This design comes from an exercise in tuning for small area, a short achievable clock period and few clock cycles on the open sky130 flow, not from production work.
At most, simulation tests tie the RTL to the original design; equivalence was not proved.
Power and IR drop assume default switching activity.

Setup of build 29:
// systolic_mm_top
module systolic_mm_top (
    input  logic                          clk,
    input  logic                          rst,
    input  logic                          in_req,
    input  systolic_mm_pkg::data_t        in_data,
    output logic                          in_ack,
    output logic                          out_req,
    output systolic_mm_pkg::result_word_t out_word,
    input  logic                          out_ack,
    output logic                          done
);
Settings: LEC_CHECK=0, ABC_CLOCK_PERIOD_IN_PS=3000, CAP_MARGIN=20, CORE_MARGIN=2, CORE_UTILIZATION=40, CTS_CLUSTER_DIAMETER=80, CTS_CLUSTER_SIZE=25, SETUP_SLACK_MARGIN=5, SLEW_MARGIN=20; clock period 10.0 ns.
run.sh (not shown) runs the stock make flow with config.mk's settings and CLKGATE_MAP_FILE= SYNTH_SCRIPT=/design/flow/synth_recipe.tcl, a recipe that flattens the netlist after the stock synthesis.
Both conditions hold for build 29: the flow ran to the end and the final layout passed the timing, DRC and antenna checks.
Setup changes, build 29 to trial 78
Settings: CTS_CLUSTER_SIZE: 25 -> 20; CTS_BUF_LIST: unset -> sky130_fd_sc_hd__clkbuf_8 sky130_fd_sc_hd__clkbuf_16; ABC_CLOCK_PERIOD_IN_PS: 3000 -> unset; CTS_CLUSTER_DIAMETER: 80 -> 60.
==> summary.txt <==
Last element of the critical path = oval[10]$_DFFE_PP_: build 29; last element of the critical path = oval[9]$_DFFE_PP_: trial 78. Diff build 29 -> trial 78: number of signal-net buffers in the layout neither gained nor lost much, sequential share of cell area has decreased, worst hold margin picked up an extra 9.7 ps.
Function was not checked in any run of this note: the RTL went through the layout flow alone.

---

Setup of job 6229:
Another version of the RTL of systolic_mm_top (not shown whole).
For scale: about 1300 cells after synthesis, about 18000 µm² of cells after synthesis.
==> flow/design.v (excerpt) <==
module systolic_mm_top (
    input  logic                          clk,
    input  logic                          rst,
    input  logic                          in_req,
    input  systolic_mm_pkg::data_t        in_data,
    output logic                          in_ack,
    output logic                          out_req,
    output systolic_mm_pkg::result_word_t out_word,
    input  logic                          out_ack,
    output logic                          done
);
clock: 10.0 ns
lec_check: 0
abc_clock_period_in_ps: 3000
cap_margin: 20
core_margin: 2
core_utilization: 75
cts_cluster_diameter: 100
cts_cluster_size: 30
place_density: 0.85
slew_margin: 20
standard.sh (not shown) runs the stock make flow with config.mk's settings and CLKGATE_MAP_FILE= SYNTH_SCRIPT=/design/flow/synth_recipe.tcl, a recipe that flattens the netlist after the stock synthesis.
==> flow/flow/run.sh <==
#!/bin/bash
set -euo pipefail
bash standard.sh \
  "BUFFER_PORTS_ARGS=-buffer_cell sky130_fd_sc_hd__buf_4" \
  SETUP_SLACK_MARGIN=7.1 \
  finish > make_finish.log 2>&1
Having completed the whole flow, job 6229 delivered a layout that passed the timing, DRC and antenna checks.
Testbench counts of job 6229, summed over its fixed seeds: cycles 18,384.
The inputs of job 3741 differ from those of job 6229 as listed below.
Settings: CORE_UTILIZATION now 70, was 75; PLACE_DENSITY now 0.8, was 0.85.
-- flow/flow/run.sh --
<<< job 6229, line 4
  "BUFFER_PORTS_ARGS=-buffer_cell sky130_fd_sc_hd__buf_4" \
>>> job 3741, line 4
  "BUFFER_PORTS_ARGS=-buffer_cell sky130_fd_sc_hd__buf_2" \
==> comparison <==
- Of job 3741 and job 6229, job 3741 shows the higher worst setup slack, with job 6229 below it.
- Job 3741 gives more sequential share of layout area than job 6229 did.
- Job 3741 has total power below what job 6229 had.
- Source of the critical timing path: in_ack -> job 6229, cw[2] -> job 3741
Input changes introduced in job 7707 (baseline for comparison: job 3741):
Settings: CTS_CLUSTER_SIZE now 34, was 30; CTS_CLUSTER_DIAMETER now 110, was 100.
-- flow/flow/run.sh --
<<< job 3741, line 4
  "BUFFER_PORTS_ARGS=-buffer_cell sky130_fd_sc_hd__buf_2" \
>>> job 7707, line 4
  "BUFFER_PORTS_ARGS=-buffer_cell sky130_fd_sc_hd__buf_4" \
Between job 3741 and job 7707, the flow reports placement-stage cell area increasing slightly.
Job 3741 -> job 7707: share of the yosys chip area belonging to registers delta 0, exact match
Diff job 3741..job 7707 | final critical delay including setup and external delays | negligible
Changes observed in job 7707 relative to job 3741: sum of net half-perimeters after detailed placement down 1.9%, non-clock buffer count down 3.9%, relative area change from synthesis to final layout down 0.18 points.
Number of vias in the routed layout | job 7707 below job 3741
Job 7707 ended up with cw[5] as its timing startpoint of the critical path; job 3741 ended up with cw[2].
Wire length in job 7707 is about 5% below job 3741.
Between job 7707 and job 3741, the difference in fraction of area in non-clock buffers is negligible.

---

Setup of run 2:
The RTL this note starts from:
==> flow/design.v <==
package systolic_mm_pkg;
    typedef logic [4-1:0] data_t;
    typedef logic [16-1:0] accum_t;
    typedef logic [$clog2((8 / 4))-1:0] tile_idx_t;
    typedef logic [$clog2((8 * 8))-1:0] elem_idx_t;
    typedef logic [$clog2((2 * 4 - 1)+1)-1:0] step_t;
    typedef logic [(8 * 8)*4-1:0] matrix_t;
    typedef logic [4*4-1:0] edge_t;
    typedef logic [4*4*16-1:0] tile_sums_t;
    typedef struct packed {
        edge_t left;
        edge_t top;
    } feed_t;
    typedef struct packed {
        tile_idx_t ib;
        tile_idx_t jb;
        tile_idx_t kb;
    } tile_pos_t;
    typedef struct packed {
        elem_idx_t index;
        accum_t value;
    } result_word_t;
    typedef enum logic [2:0] {IDLE, CLEAR, STREAM, FLUSH, COLLECT, NEXT, DRAIN} seq_state_t;
endpackage
`timescale 1ns/10ps
module systolic_mm_top (
    input  logic                          clk,
    input  logic                          rst,
    input  logic                          in_req,
    input  systolic_mm_pkg::data_t        in_data,
    output logic                          in_ack,
    output logic                          out_req,
    output systolic_mm_pkg::result_word_t out_word,
    input  logic                          out_ack,
    output logic                          done
);
    logic [6:0] ph65;
    logic [3:0] ph16;
    logic [7:0] t;
    logic [6:0] tgt_a;
    logic [3:0] d_q;
    logic [2:0] kb_q;
    logic wa_q;
    logic wb1_q;
    logic wb2_pre;
    logic wb2_q;
    wire a_ph = (t[7:6] == 2'b00);
    wire b_ph = (t[7:6] == 2'b01);
    wire t_zero = (t == 8'd0);
    wire b_align = (ph16 == ({t[2:0], 1'b0} - 4'd1));
    wire can_ack = (a_ph & (t_zero | (ph65 == tgt_a))) | (b_ph & b_align);
    wire ack = in_req & ~in_ack & can_ack;
    wire ack_last = ack & (t == 8'd127);
    logic [3:0] ra [65];
    logic [3:0] rb [4][16];
    always_ff @(posedge clk) begin
        ra[0] <= wa_q ? d_q : ra[64];
        for (int n = 1; n < 65; n++) ra[n] <= ra[n-1];
    end
    for (genvar m = 0; m < 4; m++) begin : g_rb
        wire we = (wb1_q | wb2_q) & (kb_q[1:0] == 2'(m));
        always_ff @(posedge clk) begin
            rb[m][0] <= we ? d_q : rb[m][15];
            for (int n = 1; n < 16; n++) rb[m][n] <= rb[m][n-1];
        end
    end
    always_ff @(posedge clk) begin
        if (!in_ack) begin
            d_q <= in_data;
            kb_q <= t[5:3];
        end
        if (rst) begin
            in_ack <= 1'b0;
            wa_q <= 1'b0;
            wb1_q <= 1'b0;
            wb2_pre <= 1'b0;
            wb2_q <= 1'b0;
        end else begin
            in_ack <= in_req & (in_ack | can_ack);
            wa_q <= ack & a_ph;
            wb1_q <= ack & b_ph & ~t[5];
            wb2_pre <= ack & b_ph & t[5];
            wb2_q <= wb2_pre;
        end
    end
    logic [6:0] cw;         
    logic [10:0] oval;
    logic loaded;           
    logic [31:0] hold;
    logic [2:0] hrow, hrow_d1, hrow_d2, hrow_d3;
    logic hv, hv_d1, hv_d2, hv_d3;
    logic hl_q;
    logic [2:0] want_q;
    logic [7:0] pq [4];
    logic [9:0] q;
    logic ld1_q;            
    wire out_ph = t[7] | (t == 8'd127);
    wire ld1 = (~out_req | out_ack) & ~loaded;
    wire lw = ld1_q & ~out_req & ~loaded & ~cw[6] & out_ph
              & (ph16 == {cw[2:0] + 3'd6, 1'b1})
              & hv_d2 & (hrow_d2 == cw[5:3]) & hv_d3 & (hrow_d3 == cw[5:3]);
    wire rise = ~out_req & ~out_ack & (loaded | lw) & (t[7] | ack_last);
    wire row_end = cw[2] & (cw[1] | cw[0]) & ~cw[6] & (cw[5:3] != 3'd7)
                   & (ph16 == 4'd8) & hv & (hrow == cw[5:3]);
    wire [2:0] want = cw[5:3] + {2'b00, row_end};
    logic [6:0] tgt_row;
    always_comb begin
        case (want)
            3'd0: tgt_row = 7'd53;
            3'd1: tgt_row = 7'd4;
            3'd2: tgt_row = 7'd20;
            3'd3: tgt_row = 7'd36;
            3'd4: tgt_row = 7'd52;
            3'd5: tgt_row = 7'd3;
            3'd6: tgt_row = 7'd19;
            default: tgt_row = 7'd35;
        endcase
    end
    wire hl = (t[7] | t[6]) & ~cw[6] & (ph65 == tgt_row) & ~ph16[0]
              & ~(hv & (hrow == want));
    always_ff @(posedge clk) begin
        for (int k = 0; k < 8; k++) begin
            hold[4*k +: 4] <= hl_q ? ra[53 - 2*k] : hold[4*((k+4)%8) +: 4];
        end
    end
    always_ff @(posedge clk) begin
        for (int m = 0; m < 4; m++) pq[m] <= hold[4*m +: 4] * rb[m][9];
        q <= 10'(pq[0]) + 10'(pq[1]) + 10'(pq[2]) + 10'(pq[3]);
    end
    always_ff @(posedge clk) begin
        if (rst) oval <= '0;
        else if (lw) oval <= oval + 11'(q);
        else if (ld1) oval <= 11'(q);
    end
    assign out_word = {cw[5:0], 5'd0, oval};
    always_ff @(posedge clk) begin
        hrow_d1 <= hrow;
        hv_d1 <= hv;
        hrow_d2 <= hrow_d1;
        hv_d2 <= hv_d1;
        hrow_d3 <= hrow_d2;
        hv_d3 <= hv_d2;
        want_q <= want;
        if (rst) begin
            t <= '0;
            out_req <= 1'b0;
            done <= 1'b0;
            loaded <= 1'b0;
            hv <= 1'b0;
            hl_q <= 1'b0;
            ld1_q <= 1'b0;
            cw <= '0;
            ph65 <= '0;
            ph16 <= '0;
            tgt_a <= '0;
        end else begin
            ph65 <= (ph65 == 7'd64) ? 7'd0 : ph65 + 7'd1;
            ph16 <= ph16 + 4'd1;
            hl_q <= hl;
            ld1_q <= ld1;
            if (wa_q | wb1_q | wb2_pre) begin
                t <= t + 8'd1;
                if (t_zero) begin
                    ph65 <= 7'd1;
                    ph16 <= 4'd1;
                    tgt_a <= 7'd1;
                    cw <= '0;
                    hv <= 1'b0;
                    done <= 1'b0;
                end else begin
                    tgt_a <= (tgt_a >= 7'd63) ? tgt_a - 7'd63 : tgt_a + 7'd2;
                end
            end
            if (hl_q) begin
                hrow <= want_q;
                hv <= 1'b1;
            end
            loaded <= (loaded | lw) & ~rise;
            if (out_req & out_ack) begin
                out_req <= 1'b0;
                cw <= cw + 7'd1;
            end else if (rise) begin
                out_req <= 1'b1;
            end
            if (cw[6] & t[7] & ~out_req & ~out_ack) begin
                done <= 1'b1;
                t <= '0;
            end
        end
    end
endmodule
Settings: LEC_CHECK=0, ABC_AREA=1, CAP_MARGIN=20, CORE_MARGIN=2, CORE_UTILIZATION=70, CTS_CLUSTER_DIAMETER=100, CTS_CLUSTER_SIZE=30, PLACE_DENSITY=0.8, SLEW_MARGIN=20; clock period 10.0 ns.
==> flow/flow/run.sh <==
#!/bin/bash
set -euo pipefail
bash standard.sh \
  "BUFFER_PORTS_ARGS=-buffer_cell sky130_fd_sc_hd__buf_4" \
  SETUP_SLACK_MARGIN=7.1 \
  finish > make_finish.log 2>&1
Testbench counts of run 2, summed over its fixed seeds: cycles 18,384.
What run 3 does differently from run 2 at the input level:
# run 2
export LEC_CHECK = 0
export ABC_AREA = 1
export CAP_MARGIN = 20
export CORE_MARGIN = 2
export CORE_UTILIZATION = 70
export CTS_CLUSTER_DIAMETER = 100
export CTS_CLUSTER_SIZE = 30
export PLACE_DENSITY = 0.8
export SLEW_MARGIN = 20
create_clock -name core_clock -period 10.0 [get_ports {clk}]
# run 3
export LEC_CHECK = 0
export ABC_CLOCK_PERIOD_IN_PS = 3000
export CAP_MARGIN = 20
export CORE_MARGIN = 2
export CORE_UTILIZATION = 70
export CTS_CLUSTER_DIAMETER = 100
export CTS_CLUSTER_SIZE = 30
export PLACE_DENSITY = 0.8
export SETUP_SLACK_MARGIN = 5
export SLEW_MARGIN = 20
create_clock -name core_clock -period 10.0 [get_ports {clk}]
==> flow/run.sh (new file) <==
#!/bin/bash
# synth_recipe.tcl (not shown) runs the flow's synth.tcl, then flattens the netlist and writes it again
# the make line also repeats each setting of config.mk as NAME=value (left out here)
make -C /OpenROAD-flow-scripts/flow DESIGN_CONFIG=/design/flow/config.mk WORK_HOME=/design/flow/orfs CLKGATE_MAP_FILE= SYNTH_SCRIPT=/design/flow/synth_recipe.tcl finish
removed: flow/flow/run.sh
removed: flow/standard.sh
Relative to run 2, worst clock skew decreased by 0.0089 ns in run 3.
Looking at floorplan die height, run 3 sits below run 2.
Fraction of standard cell area in multi-input logic in run 3 vs run 2: up 1.0 points
Cmp run 2 and run 3 / via count / higher: run 2
Re maximum level of the CTS H-tree: no difference whatsoever between run 2 and run 3.
Compared with run 2, in run 3 share of total power in the clock network shows no meaningful change, area of the die shows a reduction of 2.2%.
Measured against each other, run 2 and run 3 differ in area occupied by registers, the lower figure coming from run 3.
Compared with run 2, in run 3 post-synthesis instance area shrank by 2.2%; first-pass GRT wire length decreased about 11%; core utilization down 0.41 points.

[afterwards: timing with drivers on the ports]
The results above use ideal ports. As a check the final layouts listed here were re-extracted and re-timed, cells and wires unchanged.
Step 1: set_driving_cell puts a clkbuf_16 on clk and a buf_2 on each other input, an assumption about the parent block.
Step 2 moves the port delays by t, midway between the first and last clock arrival at a register: inputs arrive t later, outputs are due t later. That takes back most of the time a late clock gives input paths.
Slacks: ideal ports / drivers / drivers and shift; pairs: ideal ports / drivers.
run | t, ns | setup slack, ns | clock arrival spread, ns | slew at the worst register clock pin (ns) | cell pins on the clock port's net
build 29 | 0.607 | 5.919 / 5.919 / 5.919 | 0.029 / 0.028 | 0.10 / 0.10 | 1
trial 78 | 0.612 | 5.934 / 5.934 / 5.934 | 0.013 / 0.012 | 0.08 / 0.08 | 1
job 6229 | 0.619 | 6.947 / 6.898 / 6.605 | 0.028 / 0.028 | 0.12 / 0.12 | 1
job 3741 | 0.619 | 6.955 / 6.906 / 6.595 | 0.030 / 0.030 | 0.12 / 0.12 | 1
job 7707 | 0.594 | 6.956 / 6.908 / 6.610 | 0.038 / 0.038 | 0.12 / 0.12 | 1
run 2 | 0.621 | 6.934 / 6.884 / 6.719 | 0.032 / 0.032 | 0.12 / 0.12 | 1
run 3 | 0.619 | 6.268 / 6.220 / 6.284 | 0.026 / 0.026 | 0.12 / 0.12 | 1
After both steps every run listed still meets setup and hold. The setup slack of job 3741, which loses most, moves by -0.049 ns with the drivers and by -0.360 ns with both steps.
